Context: an optimization exercise on an open-source flow, tuned for small area and a short achievable clock period. The choices shown serve that exercise and are no tape-out recipe. The RTL was checked by simulation tests, not by an equivalence proof against the original design. No activity file was given, so power comes from the tool's default toggle rates.

==> flow/design.v, too long to show whole: its modules and the start of the top module <==
// module fir_filter: 5067 lines
// module fa: 4 lines
// module ha: 4 lines
module fir_filter (
   input  logic               clk,
   input  logic               rst,
   input  logic signed [15:0] inp,
   output logic signed [39:0] outp
);
  // ...
==> flow/run.sh <==
#!/bin/bash
# synth_recipe.tcl (not shown) runs the flow's synth.tcl, then flattens the netlist and writes it again
# the make line also repeats each setting of config.mk as NAME=value (left out here)
make -C /OpenROAD-flow-scripts/flow DESIGN_CONFIG=/design/flow/config.mk WORK_HOME=/design/flow/orfs CLKGATE_MAP_FILE= SYNTH_SCRIPT=/design/flow/synth_recipe.tcl finish
==> flow/config.mk <==
export PLATFORM = sky130hd
export DESIGN_NAME = fir_filter
export DESIGN_NICKNAME = fir_filter
export VERILOG_FILES = /design/flow/design.v
export SDC_FILE = /design/flow/constraint.sdc
export NUM_CORES = 4
export LEC_CHECK = 0
export CAP_MARGIN = 20
export CORE_MARGIN = 2
export CORE_UTILIZATION = 40
export CTS_BUF_LIST = sky130_fd_sc_hd__clkbuf_16
export CTS_CLUSTER_DIAMETER = 80
export CTS_CLUSTER_SIZE = 30
export SETUP_SLACK_MARGIN = 4.6
export SLEW_MARGIN = 20
export SYNTH_HIERARCHICAL = 1
export SYNTH_MINIMUM_KEEP_SIZE = 0
==> flow/constraint.sdc <==
create_clock -name core_clock -period 9.0 [get_ports {clk}]
set_input_delay 1.8000 -clock core_clock [delete_from_list [all_inputs] [get_ports {clk}]]
set_output_delay 1.8000 -clock core_clock [all_outputs]
set_load 0.01 [all_outputs]
==> summary.txt, run 1 <==
Outcome
  – Outcome: no timing/DRC/antenna violations

Final layout
  – Share of post-route cells with drive strength above 1: 0.204
  – Seq cells: just over 800
  – Clock buffer cells: 49
  – Filler cells: 12,300
  – Non-Clock Buffer Count: 246
  – Nets: 5,777
  – Layout Cells excl Fill: slightly below 6,000
  – Post-route cell area: 62,800 um2
  – Sequential standard cell area: around 16,000 um2

Critical path
  – Critical path origin: d[13][8]$_SDFF_PP0_
  – RR Endpoint: r5_16_0$_DFF_P_
  – CP Data Arrival Time: between 5 and 6 ns
  – R2R Setup Slk: 4.35 ns
  – Delay-heaviest family, CP: adder cells
  – Worst r2r path cells: 11
  – Worst stage delay on the critical path: 0.64 ns

STA
  – Worst Max-Slew Pin Slew: 1.22 ns
  – Skew final: 0.0463 ns
  – Worst setup margin: between 4 and 5 ns
  – Hold Vio Cnt, Final: 0

Detailed routing
  – Vias per cell: ~4.8
  – Initial DRT Pass Iterations: 5
  – Routed len/inst: roughly 25 um

Logic synthesis
  – Top-area cell type share of the netlist area: 0.520
  – XOR/XNOR Fraction of Synth Area: 0.00425
  – Synth top cells by count: fa_1 (1,444), dfxtp_1 (814), nor2b_1 (578), inv_1 (323), ha_1 (202)
  – Top cell type by total area after synthesis: fa_1
  – Synthesized flop and latch total: 814
  – Top post-synthesis cells by area: fa_1 (52%), dfxtp_1 (29%), nor2b_1 (6.5%)
  – Fraction of registers with async set/reset: 0

Floorplan
  – Die width: ~380 um

Placed design
  – Placed cell count: 5,675
==> inputs of run 2 (changes only) <==
--- a/flow/config.mk
+++ b/flow/config.mk
@@ -11,7 +11,7 @@
 export CTS_BUF_LIST = sky130_fd_sc_hd__clkbuf_16
 export CTS_CLUSTER_DIAMETER = 80
 export CTS_CLUSTER_SIZE = 30
-export SETUP_SLACK_MARGIN = 4.6
+export SETUP_SLACK_MARGIN = 4.3
 export SLEW_MARGIN = 20
 export SYNTH_HIERARCHICAL = 1
 export SYNTH_MINIMUM_KEEP_SIZE = 0
==> run 2 against run 1 <==
  * First-iteration DRC count is 0.50% higher
  * Critical path depth rose by 2
  * Design area is 3.2% lower
  * Critical path type unchanged
  * Sequential power hardly changed
  * Synthesized area is the same
  * Core utilization decreased by 1.5 points
  * Critical endpoint is now y_q[29]$_SDFF_PP0_
  * Still clean
  * Synthesized cell count unchanged
  * Largest cell class unchanged
  * Global-route usage fell by 0.27 points
==> summary.txt, run 2 <==
Logic synthesis
  – Largest family of logic cells by synthesized area: adder cells
  – Compound-cell area share of the yosys netlist: 0.0130
  – Top-area cell type share of the netlist area: 0.520 (unchanged)
  – Fraction of registers with async set/reset: 0 (unchanged)
  – Synth Area in Simple Gates: 0.0949
  – XOR/XNOR Fraction of Synth Area: 0.00425 (unchanged)
  – Cell with the most instances after synthesis: fa_1
  – Post-synthesis mux area share: 0
  – Top post-synthesis cells by area: fa_1 (52%), dfxtp_1 (29%), nor2b_1 (6.5%)
  – Post-Syn Area per Cell: 14.2 um2
  – Synth Instances: approximately 3,900
  – Synth top cells by count: fa_1 (1,444), dfxtp_1 (814), nor2b_1 (578), inv_1 (323), ha_1 (202)
  – Mapped Area: ~56,000 um2
  – Synth warn: 9
  – Post-synthesis cell type count: 57
  – Synthesized flop and latch total: 814 (unchanged)
  – Sequential-to-total area share from yosys stat: 0.293
  – Post-Synth Adder-Cell Area: 0.565
  – Number of flops mapped to enable cells by yosys: 0
  – Top FF cell, synth: dfxtp_1
  – Top cell type by total area after synthesis: fa_1

Floorplan
  – Core area: around 140,000 um2
  – Die area: between 100,000 and 150,000 um2
  – I/O Pins: 58
  – Die Span Y: 377 um
  – Rows: 136
  – Initial core utilization: 0.404
  – Die width: 377 um (unchanged)

STA
  – Skew final: 0.0425 ns (-0.00378 ns)
  – Normalized max-slew margin: 0.229
  – Final-report setup violation count: 0
  – RSZ-0062 raised after global routing: true
  – Tightest hold margin: 0.403 ns
  – Min cycle time layout: 4.65 ns
  – FMAX: ~220 MHz
  – Worst Max-Slew Pin Slew: 1.16 ns (-0.0682 ns)
  – Slew Limit Fails: 0
  – Hold Vio Cnt, Final: 0 (unchanged)
  – Setup TNS: 0 ns
  – Crit share post-route: 0.516

Global routing
  – First-pass GRT wire length: 221,000 um
  – Grt total ovfl: 0
  – Initial antenna violation count: 0
  – GRT Overall Usage: 0.219
  – Vias in the first global route: 33,400
  – Largest net degree at the start of global routing: 195

Power
  – Part of the power in registers: 0.306
  – Clock Power Share: 0.181
  – P_int: 9.17 mW
  – Pwr Density: 247 nW/um2
  – VDD IR-drop max: 208 uV
  – Switch Pwr: around 5.8 mW
  – Comb power frac: 0.513
  – Switching Share: 0.388
  – Leakage: 23.9 nW

Clocking
  – H-tree depth: 2
  – TritonCTS clock tree: yes
  – Clock tree buffer depth: 3
  – Total CTS buffers: 48
  – Reg clk slew, reported paths: 0.11 ns
  – Clk Latency, worst-skew pair: about 0.7 ns
  – Root Buffer: clkbuf_16
  – CTS Sinks: 814

Critical path
  – Worst path required time: 9.54 ns
  – Critical path endpoint category: flop
  – CP Data Arrival Time: 5.19 ns (about the same)
  – Worst setup SP type: flop
  – CP Class: reg -> reg
  – Critical-path maximum fanout: 7

Detailed routing
  – Initial DRT Pass Iterations: 5 (unchanged)
  – DRT iter0 DRCs: between 1,500 and 2,000
  – Routed len/inst: 24.8 um (+0.38%)
  – Vias: about 28,000
  – Post-detailed-route DRC marker count: 0
  – Post-route ant nets: 0
  – Vias per cell: 4.82 (about the same)
  – Post-Route WL: approximately 140,000 um

Placed design
  – Dpl hpwl: 124,000 um
  – Placer Congestion: 0.891
  – Port Buffers: 57
  – Placed cell count: 5,675 (unchanged)

Final layout
  – Share of post-route cells with drive strength above 1: 0.108 (-0.0963)
  – Layout area overhead: 9.15%
  – Most frequent cells in the layout: fa_1 (1,405), dfxtp_1 (793), nor2b_1 (578), inv_1 (288), ha_1 (202)
  – Sequential standard cell area: 16,300 um2 (-0.61%)
  – Regs by FF count: d: 416 flops, y_q: 32 flops
  – Layout Cells excl Fill: 5,821 (-2.1%)
  – Multi-input logic area: about 38,000 um2
  – Util after Layout: 0.441
  – Biggest register: d
  – Filler cells: 12,500 (+1.3%)
  – Inserted Diodes: 0
  – Max reg flops: 416
  – Nets: 5,654 (-2.1%)
  – Most common cell after layout, fill and taps aside: fa_1

Outcome
  – Outcome: no timing/DRC/antenna violations

Run
  – Max Cap Viol: 0

Worst hold path
  – Hold WC Path Type: reg -> reg
==> run 2: cells by family after synthesis <==
logic type,Yosys count
other,1
adders and majority gates,1646
and+or+nand+nor,884
xor gates and xnor gates,27
buffers and inverters,432
DFF,814
AOI/OAI and AO/OA,107
==> run 2: timing repair <==
action | in CTS | in global routing
cloned | 1 | 0
pin swaps | 4 | 14
endpoints found under the setup margin | 85 | 80
hold buffers | 0 | 0
setup buffers | 30 | 28
gates resized for setup | 49 | 63
==> run 2: per-layer routing <==
layer  share of wire  track usage  vias up
li1                -            -    11900
met1            0.43        0.296    15200
met2            0.46        0.346      695
met3           0.074       0.0604      167
met4           0.033       0.0617        0
met5               0            0        -
==> run 2: worst paths after layout <==
check | from | end | slack [ns] | cells after the start
setup / recovery | d[0][4]$_SDFF_PP0_ | y_q[29]$_SDFF_PP0_ | 4.35 | 13
hold / removal | d[23][10]$_SDFF_PP0_ | d[24][10]$_SDFF_PP0_ | 0.40 | 1
setup reg to reg | d[0][4]$_SDFF_PP0_ | y_q[29]$_SDFF_PP0_ | 4.35 | 13
hold reg to reg | d[23][10]$_SDFF_PP0_ | d[24][10]$_SDFF_PP0_ | 0.40 | 1
==> run 2: final cells by class <==
type                            instances  area share
Multi-Input combinational cell       2680       0.623
Sequential cell                       814       0.269
Tap cell                             1794      0.0370
Inverter                              323      0.0211
Clock buffer                           49      0.0202
Timing Repair Buffer                  123      0.0192
Clock inverter                         38      0.0102
==> run 2: worst max-delay path: stages (launching register included) <==
cell	delay, ns
dfxtp_2	0.58
clkinvlp_4	0.18
buf_4	0.19
fa_1	0.49
fa_1	0.43
fa_1	0.40
ha_1	0.41
a21o_1	0.24
a221o_1	0.36
a21oi_1	0.39
nand3_1	0.33
a21oi_1	0.26
xor2_1	0.17
nor2_1	0.05
==> run 2: per-module statistics from Yosys, one instance, submodules excluded <==
module      flip-flops and latches  cells inside  times used  cell area [um2]
fir_filter                     814          2297           1            24600
fa                               0             1        1443             20.0
ha                               0             1         171             12.5
==> run 2: power groups by stage <==
stage	combinational (mW)	sequential, mW	clock [mW]
6_report	7.70	4.58	2.71
5_1_grt	9.04	4.65	2.92
4_1_cts	7.77	4.60	2.78
3_5_place_dp	7.72	4.67	0
3_3_place_gp	7.66	4.68	0
2_1_floorplan	5.76	4.61	0
==> run 2: metrics by stage <==
step	cell area (um2)	worst slack, ns	power, mW
CTS	60400	4.29	15.2
detailed placement	58100	3.78	12.4
finish	60700	4.35	15.0
global route	60700	4.17	16.6
floorplan	55700	4.69	10.4
global placement	58100	3.77	12.3
==> inputs of run 3 (changes only) <==
--- a/flow/config.mk
+++ b/flow/config.mk
@@ -11,7 +11,7 @@
 export CTS_BUF_LIST = sky130_fd_sc_hd__clkbuf_16
 export CTS_CLUSTER_DIAMETER = 80
 export CTS_CLUSTER_SIZE = 30
-export SETUP_SLACK_MARGIN = 4.3
+export SETUP_SLACK_MARGIN = 4.9
 export SLEW_MARGIN = 20
 export SYNTH_HIERARCHICAL = 1
 export SYNTH_MINIMUM_KEEP_SIZE = 0
==> run 3 against run 2 <==
  * Die area stayed put
  * Clock skew is 0.00091 ns higher
  * Clock power is 3% higher
  * Maximum frequency is 3.3% higher
  * Combinational power is 15% higher
  * Clock-buffer cell count is 2 higher
  * First-iteration DRC count is 2.6% lower
  * Synthesized cell count stayed put
==> summary.txt, run 3 <==
Critical path
  – CP Data Arrival Time: 5.05 ns (-0.14 ns)
  – Worst r2r path cells: 12 (-1)
  – Worst path required time: 9.55 ns (about the same)
  – CP Class: reg -> reg
  – Critical path endpoint category: flop
  – Critical-path maximum fanout: 3 (-4)
  – Reg-to-Reg Start: d[8][8]$_SDFF_PP0_
  – R2R Setup Slk: 4.50 ns (+0.15 ns)
  – RR Endpoint: r2_19_0$_DFF_P_
  – Worst setup SP type: flop

Global routing
  – First-pass GRT wire length: 231,000 um (+4.6%)
  – Largest net degree at the start of global routing: 218 (+12%)
  – Grt total ovfl: 0 (unchanged)
  – Initial antenna violation count: 2 (+2)
  – GRT Overall Usage: 0.228 (+0.00921)
  – Vias in the first global route: 34,400 (+2.9%)

Final layout
  – Post-route cell area: 64,800 um2 (+6.8%)
  – Nets: 5,873 (+3.9%)
  – Biggest register: d
  – Most common cell after layout, fill and taps aside: fa_1
  – Max reg flops: 416 (unchanged)
  – Share of post-route cells with drive strength above 1: 0.284 (+0.177)
  – Most frequent cells in the layout: fa_1 (1,029), dfxtp_1 (756), nor2b_1 (577), fa_2 (415), inv_1 (231)
  – Regs by FF count: d: 416 flops, y_q: 32 flops
  – Layout area overhead: 16.5%
  – Layout Cells excl Fill: 6,044 (+3.8%)

Detailed routing
  – Vias per cell: 4.82 (about the same)
  – Routed len/inst: 25.2 um (+1.5%)
  – DRT iter0 DRCs: 1,749 (-2.6%)
  – Post-Route WL: 152,000 um (+5.4%)
  – Post-route ant nets: 0 (unchanged)
  – Vias: 29,100 (+3.9%)
  – Post-detailed-route DRC marker count: 0 (unchanged)
  – Initial DRT Pass Iterations: 5 (unchanged)

Placed design
  – Placed instance area: 58,500 um2 (+0.55%)
  – Port Buffers: 57 (unchanged)
  – Dpl hpwl: 125,000 um (+1.1%)
  – Placed cell count: 5,674 (-0.018%)
  – Placer Congestion: 0.899 (+0.82%)

Logic synthesis
  – Cell with the most instances after synthesis: fa_1
  – Synthesized flop and latch total: 814 (unchanged)
  – Top FF cell, synth: dfxtp_1
  – Mapped Area: 55,600 um2 (unchanged)
  – Sequential-to-total area share from yosys stat: 0.293 (unchanged)
  – Post-synthesis cell type count: 57 (unchanged)
  – Synth warn: 9 (unchanged)
  – Number of flops mapped to enable cells by yosys: 0 (unchanged)
  – Fraction of registers with async set/reset: 0 (unchanged)
  – Synth top cells by count: fa_1 (1,444), dfxtp_1 (814), nor2b_1 (578), inv_1 (323), ha_1 (202)
  – Top cell type by total area after synthesis: fa_1
  – Post-Syn Area per Cell: 14.2 um2 (unchanged)
  – Top post-synthesis cells by area: fa_1 (52%), dfxtp_1 (29%), nor2b_1 (6.5%)
  – Synth Instances: 3,911 (unchanged)
  – Top-area cell type share of the netlist area: 0.520 (unchanged)

STA
  – Crit share post-route: 0.500 (-0.0164)
  – Slew Limit Fails: 0 (unchanged)
  – FMAX: 222 MHz (+3.3%)
  – Setup TNS: 0 ns (unchanged)
  – Skew final: 0.0434 ns (+0.000906 ns)
  – RSZ-0062 raised after global routing: true
  – Hold Vio Cnt, Final: 0 (unchanged)
  – Normalized max-slew margin: 0.289 (+0.0596)
  – Min cycle time layout: 4.50 ns (-0.148 ns)
  – Final-report setup violation count: 0 (unchanged)
  – Worst Max-Slew Pin Slew: 1.07 ns (-0.0894 ns)

Floorplan
  – Core area: 138,000 um2 (unchanged)
  – Rows: 136 (unchanged)
  – Die Span Y: 377 um (unchanged)
  – Die width: 377 um (unchanged)
  – Die area: 142,000 um2 (unchanged)
  – Initial core utilization: 0.404 (unchanged)
  – I/O Pins: 58 (unchanged)

Clocking
  – Root Buffer: clkbuf_16
  – Clk Latency, worst-skew pair: 0.70 ns (about the same)
  – Clock tree buffer depth: 3 (unchanged)
  – CTS Sinks: 814 (unchanged)
  – Total CTS buffers: 50 (+4.2%)
  – H-tree depth: 2 (unchanged)
  – TritonCTS clock tree: yes
  – Reg clk slew, reported paths: 0.11 ns (about the same)

Power
  – VDD IR-drop max: 302 uV (+45%)
  – Pwr Density: 251 nW/um2 (+1.6%)
  – Leakage: 24.6 nW (+3.1%)

Worst hold path
  – Hold path startpoint: d[23][14]$_SDFF_PP0_
  – Hold endpoint: d[24][14]$_SDFF_PP0_
  – Hold WC Path Type: reg -> reg
  – Hold Path Depth: 1 (unchanged)

Outcome
  – Outcome: no timing/DRC/antenna violations

Run
  – Max Cap Viol: 0 (unchanged)
run 3: per-layer routing:
metal  routed length [um]  up-vias  global-route usage  share of wire
li1                     -    12400                   -              -
met1                67400    16000               0.321           0.44
met2                71900      623               0.365           0.47
met3                 9000      121              0.0467          0.059
met4                 3700        0              0.0509          0.024
met5                    0        -                   0              0
run 3: per-stage QoR:
| step | utilization | hold WS [ns] | total power, mW | setup WS (ns) |
|---|---|---|---|---|
| 2_1_floorplan | - | 0.414 | 10.4 | 4.79 |
| 3_3_place_gp | 0.424 | 0.415 | 12.3 | 3.70 |
| 3_5_place_dp | 0.424 | 0.420 | 12.4 | 3.74 |
| 4_1_cts | 0.461 | 0.434 | 15.9 | 4.47 |
| 5_1_grt | 0.470 | 0.440 | 17.9 | 4.42 |
| 6_report | 0.470 | 0.434 | 16.3 | 4.50 |
run 3: Yosys stat by module (local to each module, per instance):
module,cell area (um2),times used,flip-flops and latches,cells
ha,12.5,171,0,1
fir_filter,24600,1,814,2297
fa,20.0,1443,0,1
run 3: kinds of logic (layout without fill, tap and decap cells):
family	count (synthesis)	in the layout	synth area share
other	1	17	0.0000674
flip-flops	814	814	0.293
AO/OA/AOI/OAI	107	107	0.0130
adder cells (fa/ha/maj)	1646	1646	0.565
buffers and inverters	432	755	0.0300
XOR/XNOR	27	27	0.00425
AND/OR/NAND/NOR	884	884	0.0949
run 3: layout make-up:
class                   instances  area [um2]
diodes                          1        2.50
clock buffers                  51        1280
clock inverters                41         622
fillers                     12100       73000
inverters                     323        1420
multi-input cells            2680       39600
flip-flops and latches        814       16500
well taps                    1794        2240
repair buffers                340        3200
run 3: worst max path at each step:
stage,from,end,slack [ns]
after detailed placement,d[0][5]$_SDFF_PP0_,y_q[27]$_SDFF_PP0_,3.74
after floorplan,d[5][8]$_SDFF_PP0_,r3_16_0$_DFF_P_,4.79
final,d[8][8]$_SDFF_PP0_,r2_19_0$_DFF_P_,4.50
after CTS,d[3][8]$_SDFF_PP0_,r6_18_0$_DFF_P_,4.47
after global placement,d[0][5]$_SDFF_PP0_,y_q[27]$_SDFF_PP0_,3.70
after global routing,d[3][8]$_SDFF_PP0_,r6_18_0$_DFF_P_,4.42
run 3: critical path, cell delays in order (launching register included):
cell and delay [ns]:
dfxtp_4 0.38, buf_6 0.12, ha_4 0.15, fa_2 0.34
fa_2 0.36, fa_2 0.48, buf_6 0.14, buf_6 0.11
fa_2 0.52, fa_2 0.44, fa_2 0.36, fa_2 0.54
fa_2 0.42
run 3: report_power, final:
part           switching, mW  internal (mW)
Sequential             0.184           4.41
Clock                   1.55           1.24
Combinational           4.59           4.30
run 3: repair_timing:
action	CTS	global route
gates cloned	2	0
pin swaps	178	136
buffers inserted	195	80
hold buffers	0	0
endpoints found under the setup margin	217	184
resized for setup	501	176
==> inputs of run 4 (changes only) <==
--- a/flow/config.mk
+++ b/flow/config.mk
@@ -11,7 +11,6 @@
 export CTS_BUF_LIST = sky130_fd_sc_hd__clkbuf_16
 export CTS_CLUSTER_DIAMETER = 80
 export CTS_CLUSTER_SIZE = 30
-export SETUP_SLACK_MARGIN = 4.9
 export SLEW_MARGIN = 20
 export SYNTH_HIERARCHICAL = 1
 export SYNTH_MINIMUM_KEEP_SIZE = 0
==> run 4 against run 3 <==
  * Largest cell class unchanged
  * Total power is 8.5% lower
  * Global-route usage shrank 1.1 points
  * Via count is 4.9% lower
  * Core utilization decreased by 3.5 points
  * First-iteration DRC count up 8.6%
  * Critical path type unchanged
  * Highest routed layer unchanged
  * Worst hold slack got worse by 0.029 ns
  * Non-clock buffer count is 276 lower
  * Sequential cell count is the same
  * Clock power shrank 3%
==> summary.txt, run 4 <==
Outcome
  – Outcome: no timing/DRC/antenna violations

STA
  – Tightest hold margin: 0.404 ns (-0.0292 ns)
  – Skew final: 0.0418 ns (-0.00161 ns)
  – Setup TNS: 0 ns (unchanged)
  – Crit share post-route: 0.601 (+0.101)
  – Hold Vio Cnt, Final: 0 (unchanged)
  – Slew Limit Fails: 0 (unchanged)
  – FMAX: 185 MHz (-17%)
  – RSZ-0062 raised after global routing: false
  – Min cycle time layout: 5.41 ns (+0.913 ns)
  – Worst Max-Slew Pin Slew: 1.20 ns (+0.133 ns)
  – Final-report setup violation count: 0 (unchanged)
  – Normalized max-slew margin: 0.200 (-0.0885)

Placed design
  – Port Buffers: 57 (unchanged)
  – Placer Congestion: 0.891 (-0.81%)
  – Dpl hpwl: 124,000 um (-1.1%)

Detailed routing
  – Post-route ant nets: 0 (unchanged)
  – Metal-1 WL: 61,200 um (-9.3%)
  – Vias per cell: 4.81 (-0.22%)
  – Post-detailed-route DRC marker count: 0 (unchanged)
  – Post-Route WL: 142,000 um (-6.4%)
  – Metal2 WL: 65,900 um (-8.4%)
  – DRT iter0 DRCs: 1,899 (+8.6%)
  – Wire length on met3: 10,600 um (+17%)
  – Routed len/inst: 24.7 um (-1.8%)
  – Initial DRT Pass Iterations: 5 (unchanged)
  – DR top layer: met4
  – Vias: 27,700 (-4.9%)

Logic synthesis
  – Fraction of registers with async set/reset: 0 (unchanged)
  – Synth warn: 9 (unchanged)
  – Sequential-to-total area share from yosys stat: 0.293 (unchanged)
  – Mapped Area: 55,600 um2 (unchanged)
  – Top post-synthesis cells by area: fa_1 (52%), dfxtp_1 (29%), nor2b_1 (6.5%)
  – Top FF cell, synth: dfxtp_1
  – Number of flops mapped to enable cells by yosys: 0 (unchanged)
  – Synthesized flop and latch total: 814 (unchanged)
  – Synth Instances: 3,911 (unchanged)
  – Cell with the most instances after synthesis: fa_1
  – Post-Syn Area per Cell: 14.2 um2 (unchanged)
  – Synth top cells by count: fa_1 (1,444), dfxtp_1 (814), nor2b_1 (578), inv_1 (323), ha_1 (202)
  – Top-area cell type share of the netlist area: 0.520 (unchanged)
  – Post-synthesis cell type count: 57 (unchanged)
  – Top cell type by total area after synthesis: fa_1

Floorplan
  – I/O Pins: 58 (unchanged)
  – Die Span Y: 377 um (unchanged)
  – Initial core utilization: 0.404 (unchanged)
  – Core area: 138,000 um2 (unchanged)
  – Rows: 136 (unchanged)
  – Die area: 142,000 um2 (unchanged)
  – Die width: 377 um (unchanged)

Critical path
  – Worst setup SP type: flop
  – CP Data Arrival Time: 5.96 ns (+0.91 ns)
  – Worst r2r path cells: 12 (unchanged)
  – CP Class: reg -> reg
  – Worst path required time: 9.54 ns (about the same)
  – Critical-path maximum fanout: 6 (+3)
  – Critical path endpoint category: flop

Clocking
  – H-tree depth: 2 (unchanged)
  – Postcts setup bufs: 0 (-100%)
  – CTS Hold Bufs: 0 (unchanged)
  – TritonCTS clock tree: yes
  – Total CTS buffers: 48 (-4.0%)
  – Post_cts resized: 0 (-100%)
  – Clk Latency, worst-skew pair: 0.70 ns (about the same)
  – Reg clk slew, reported paths: 0.11 ns (about the same)
  – CTS Sinks: 814 (unchanged)
  – Root Buffer: clkbuf_16
  – Clock tree buffer depth: 3 (unchanged)

Worst hold path
  – Hold Path Depth: 1 (unchanged)
  – Hold WC Path Type: reg -> reg

Global routing
  – Vias in the first global route: 33,300 (-3.3%)
  – Initial antenna violation count: 0 (-2)
  – GRT Overall Usage: 0.217 (-0.0114)
  – First-pass GRT wire length: 219,000 um (-5.2%)
  – Largest net degree at the start of global routing: 207 (-5.0%)
  – Grt total ovfl: 0 (unchanged)

Final layout
  – Util after Layout: 0.435 (-0.0351)
  – Biggest register: d
  – Nets: 5,595 (-4.7%)
  – Most frequent cells in the layout: fa_1 (1,444), dfxtp_1 (813), nor2b_1 (578), inv_1 (325), ha_1 (202)
  – Max reg flops: 416 (unchanged)
  – Share of post-route cells with drive strength above 1: 0.0696 (-0.215)
  – Regs by FF count: d: 416 flops, y_q: 32 flops
  – Inserted Diodes: 0 (-1)
  – Most common cell after layout, fill and taps aside: fa_1
  – Filler cells: 12,500 (+3.5%)
  – Layout area overhead: 7.82%

Power
  – Switching Share: 0.388 (-0.000583)
  – Clock Power Share: 0.182 (+0.011)
  – Comb power frac: 0.510 (-0.036)
  – Part of the power in registers: 0.308 (+0.026)
  – P_int: 9.11 mW (-8.4%)
  – Pwr Density: 248 nW/um2 (-1.1%)
  – Switch Pwr: 5.77 mW (-8.6%)
  – Leakage: 23.7 nW (-3.8%)
  – VDD IR-drop max: 210 uV (-31%)

Run
  – Max Cap Viol: 0 (unchanged)
[run 4: per-layer routing]
layer | track usage | vias up
met3 | 0.0606 | 156
met5 | 0 | -
li1 | - | 11800
met2 | 0.342 | 691
met1 | 0.293 | 15100
met4 | 0.0606 | 0
[run 4: final cells by class]
class                           count  area (um2)  share of cell area
Clock buffer                       49        1230              0.0204
Clock inverter                     38         622              0.0104
Inverter                          323        1210              0.0202
Multi-Input combinational cell   2680       37700               0.629
Sequential cell                   814       16300               0.272
Tap cell                         1794        2240              0.0374
Timing Repair Buffer               64         653              0.0109
[run 4: worst paths after layout]
kind / from / endpoint / slack (ns)
hold / removal: d[23][10]$_SDFF_PP0_ / d[24][10]$_SDFF_PP0_ / 0.40
setup / recovery: d[0][14]$_SDFF_PP0_ / y_q[21]$_SDFF_PP0_ / 3.59
setup reg to reg: d[0][14]$_SDFF_PP0_ / y_q[21]$_SDFF_PP0_ / 3.59
hold reg to reg: d[23][10]$_SDFF_PP0_ / d[24][10]$_SDFF_PP0_ / 0.40
[run 4: cell families after synthesis]
| family | count (synthesis) | synth area share |
|---|---|---|
| buffers and inverters | 432 | 0.0300 |
| xor gates and xnor gates | 27 | 0.00425 |
| AOI/OAI and AO/OA | 107 | 0.0130 |
| and+or+nand+nor | 884 | 0.0949 |
| DFF | 814 | 0.293 |
| adders and majority gates | 1646 | 0.565 |
| other | 1 | 0.0000674 |
[run 4: per-module statistics from Yosys (local to each module, per instance)]
module | flops+latches | cells inside
fa | 0 | 1
fir_filter | 814 | 2297
ha | 0 | 1
[run 4: worst max-delay path: stages, from the launching register on]
cell and delay (ns):
dfxtp_1 0.80, inv_1 0.51, fa_1 0.61, fa_1 0.54, fa_1 0.41, ha_1 0.36
a21oi_1 0.36, o211ai_1 0.16, o31ai_1 0.78, a31oi_1 0.25, a31oi_1 0.27, xor2_1 0.16
nor2_1 0.05
[run 4: through the flow]
| stage | power [mW] | setup WS (ns) | area [um2] | cells |
|---|---|---|---|---|
| floorplan | 10.4 | 4.69 | 55700 | 3926 |
| global placement | 12.3 | 3.77 | 58100 | 5675 |
| detailed placement | 12.4 | 3.78 | 58100 | 5675 |
| CTS | 15.1 | 3.74 | 60000 | 5762 |
| global route | 16.5 | 3.32 | 60000 | 5762 |
| finish | 14.9 | 3.59 | 60000 | 5762 |
[run 4: power groups by stage]
stage	sequential [mW]	combinational [mW]	clock [mW]
6_report	4.58	7.58	2.71
5_1_grt	4.65	8.93	2.92
4_1_cts	4.59	7.75	2.78
3_5_place_dp	4.67	7.72	0
3_3_place_gp	4.68	7.66	0
2_1_floorplan	4.61	5.76	0

afterwards: timing with drivers on the ports:
The results above use ideal ports. As a check the final layouts listed here were re-extracted and re-timed, cells and wires unchanged.
Step 1 assumes that a clkbuf_16 drives the clock port and a buf_2 every other input.
Step 2 also shifts input and output timing later by t, the mid clock arrival at the registers, as if the neighbouring blocks saw the same clock.
Slacks: no drivers / after step 1 / after step 2; pairs: no drivers / after step 1.
| run | t, ns | slack for setup (ns) | clock arrival spread, ns |
|---|---|---|---|
| run 1 | 0.758 | 4.355 / 4.355 / 4.355 | 0.047 / 0.047 |
| run 2 | 0.756 | 4.352 / 4.352 / 4.352 | 0.045 / 0.044 |
| run 3 | 0.753 | 4.499 / 4.499 / 4.499 | 0.043 / 0.044 |
| run 4 | 0.754 | 3.587 / 3.587 / 3.587 | 0.043 / 0.044 |
After both steps setup and hold are still met in every run listed.
